Background: an optimization exercise with open tools, aiming at a short achievable clock period and few clock cycles. Do not read the settings as production practice. The RTL was checked by simulation tests, not by an equivalence proof against the original design. Power is estimated from default activity; no workload was simulated.

Setup of v26:
==> flow/design.v (excerpt) <==
module cpu_top #(
    parameter int MEM_DEPTH = 256
) (
    input  logic           clk,
    input  logic           rst,
    input  logic           run,
    input  logic           load_en,
    input  isa_pkg::addr_t load_addr,
    input  isa_pkg::word_t load_data,
    output logic           out_valid,
    output isa_pkg::word_t out_data,
    output logic           halted
);
Settings: LEC_CHECK=0, ABC_CLOCK_PERIOD_IN_PS=2000, CAP_MARGIN=40, CORE_MARGIN=2, CORE_UTILIZATION=60, CTS_CLUSTER_DIAMETER=60, CTS_CLUSTER_SIZE=24, PLACE_DENSITY=0.72, SETUP_SLACK_MARGIN=2.4, SLEW_MARGIN=70, SYNTH_HIERARCHICAL=1; clock period 5.0 ns.
run.sh (not shown) runs the stock make flow with config.mk's settings and CLKGATE_MAP_FILE= SYNTH_SCRIPT=/design/flow/synth_recipe.tcl, a recipe that flattens the netlist after the stock synthesis.
Testbench counts of v26, summed over its fixed seeds: cycles 56,384.
Changes in v57 relative to v26:
Settings: PLACE_DENSITY no longer set, was 0.72; CORE_UTILIZATION now 45, was 60; SETUP_SLACK_MARGIN now 2.3, was 2.4.
[summary]
Required time of the critical path (v57 over v26): increase, 0.09 ns
The sequential power of v26 and that of v57 are within noise of each other.
Register share of total power ended up 0.7 points lower on v57 than on v26.
Relative to v26, the cell count measured on v57 has increased by a little under 10%.
v57 gives more share of the clock period used by the worst path than v26 did.
Against v26, power density over the cells in v57 rose slightly.
Inputs modified between v57 and v43:
Settings: a change of CORE_UTILIZATION from 45 to 50.
==> flow/flow/run.sh (new file) <==
#!/bin/bash
set -euo pipefail
bash standard.sh synth > standard_synth.log 2>&1
DONT_USE="sky130_fd_sc_hd__probe_p_8 sky130_fd_sc_hd__probec_p_8 sky130_fd_sc_hd__lpflow_bleeder_1 sky130_fd_sc_hd__lpflow_clkbufkapwr_1 sky130_fd_sc_hd__lpflow_clkbufkapwr_16 sky130_fd_sc_hd__lpflow_clkbufkapwr_2 sky130_fd_sc_hd__lpflow_clkbufkapwr_4 sky130_fd_sc_hd__lpflow_clkbufkapwr_8 sky130_fd_sc_hd__lpflow_clkinvkapwr_1 sky130_fd_sc_hd__lpflow_clkinvkapwr_16 sky130_fd_sc_hd__lpflow_clkinvkapwr_2 sky130_fd_sc_hd__lpflow_clkinvkapwr_4 sky130_fd_sc_hd__lpflow_clkinvkapwr_8 sky130_fd_sc_hd__lpflow_decapkapwr_12 sky130_fd_sc_hd__lpflow_decapkapwr_3 sky130_fd_sc_hd__lpflow_decapkapwr_4 sky130_fd_sc_hd__lpflow_decapkapwr_6 sky130_fd_sc_hd__lpflow_decapkapwr_8 sky130_fd_sc_hd__lpflow_inputiso0n_1 sky130_fd_sc_hd__lpflow_inputiso0p_1 sky130_fd_sc_hd__lpflow_inputiso1n_1 sky130_fd_sc_hd__lpflow_inputiso1p_1 sky130_fd_sc_hd__lpflow_inputisolatch_1 sky130_fd_sc_hd__lpflow_isobufsrc_1 sky130_fd_sc_hd__lpflow_isobufsrc_16 sky130_fd_sc_hd__lpflow_isobufsrc_2 sky130_fd_sc_hd__lpflow_isobufsrc_4 sky130_fd_sc_hd__lpflow_isobufsrc_8 sky130_fd_sc_hd__lpflow_isobufsrckapwr_16 sky130_fd_sc_hd__lpflow_lsbuf_lh_hl_isowell_tap_1 sky130_fd_sc_hd__lpflow_lsbuf_lh_hl_isowell_tap_2 sky130_fd_sc_hd__lpflow_lsbuf_lh_hl_isowell_tap_4 sky130_fd_sc_hd__lpflow_lsbuf_lh_isowell_4 sky130_fd_sc_hd__lpflow_lsbuf_lh_isowell_tap_1 sky130_fd_sc_hd__lpflow_lsbuf_lh_isowell_tap_2 sky130_fd_sc_hd__lpflow_lsbuf_lh_isowell_tap_4 sky130_fd_sc_hd__clkdlybuf4s15_1 sky130_fd_sc_hd__clkdlybuf4s15_2 sky130_fd_sc_hd__clkdlybuf4s18_1 sky130_fd_sc_hd__clkdlybuf4s18_2 sky130_fd_sc_hd__clkdlybuf4s25_1 sky130_fd_sc_hd__clkdlybuf4s25_2 sky130_fd_sc_hd__clkdlybuf4s50_1 sky130_fd_sc_hd__clkdlybuf4s50_2 sky130_fd_sc_hd__dlygate4sd1_1 sky130_fd_sc_hd__dlygate4sd2_1 sky130_fd_sc_hd__dlygate4sd3_1 sky130_fd_sc_hd__dlymetal6s2s_1 sky130_fd_sc_hd__dlymetal6s4s_1 sky130_fd_sc_hd__dlymetal6s6s_1"
bash standard.sh "DONT_USE_CELLS=$DONT_USE" "BUFFER_PORTS_ARGS=-buffer_cell sky130_fd_sc_hd__buf_4" "SETUP_MOVE_SEQUENCE=unbuffer,sizeup,swap,clone,split" finish > standard_layout.log 2>&1
==> flow/standard.sh (new file) <==
#!/bin/bash
# synth_recipe.tcl (not shown) runs the flow's synth.tcl, then flattens the netlist and writes it again
# the make line also repeats each setting of config.mk as NAME=value (left out here)
make -C /OpenROAD-flow-scripts/flow DESIGN_CONFIG=/design/flow/config.mk WORK_HOME=/design/flow/orfs CLKGATE_MAP_FILE= SYNTH_SCRIPT=/design/flow/synth_recipe.tcl "${@:-finish}"
removed: flow/run.sh
Results
Of v43 and v57, it is v43 that has the higher time the worst path needs with I/O delays and setup. Looking at v43 and v57, the multi-input logic cell count is a wash. v43 vs. v57: initial standard-cell utilization of the core grew by 5.0 points; routed length on met1 went up 0.39%; total power climbed about 0.4%. Taking v57 as the reference point, the synthesis-to-layout area growth of v43 rises by 0.25 points. In the tables for v43 and v57, met1 capacity usage during global routing reads higher with v43. v57 ended up with more cell instances than v43 did. For the combinational cell power, v43 came in about 3% lower than v57 did.

-- static timing again, ports no longer ideal --
In the flow no input, the clock included, has a driving cell. The finished layouts below were timed again as built, in two steps.
Step 1, drivers: a clkbuf_16 drives clk and a buf_2 each remaining input, both assumed.
Step 2 moves the port delays by t, midway between the first and last clock arrival at a register: inputs arrive t later, outputs are due t later. That takes back most of the time a late clock gives input paths.
a / b / c = no drivers / after step 1 / after step 2; a / b = the first two.
run | shift t [ns] | setup slack, ns | clock arrival spread, ns | cell pins on the clock port's net
v26 | 1.192 | 2.171 / 2.171 / 2.171 | 0.123 / 0.123 | 1
v57 | 1.245 | 1.983 / 1.983 / 1.983 | 0.132 / 0.132 | 1
v43 | 1.230 | 1.904 / 1.904 / 1.904 | 0.105 / 0.106 | 1
After both steps every run listed still meets setup and hold.
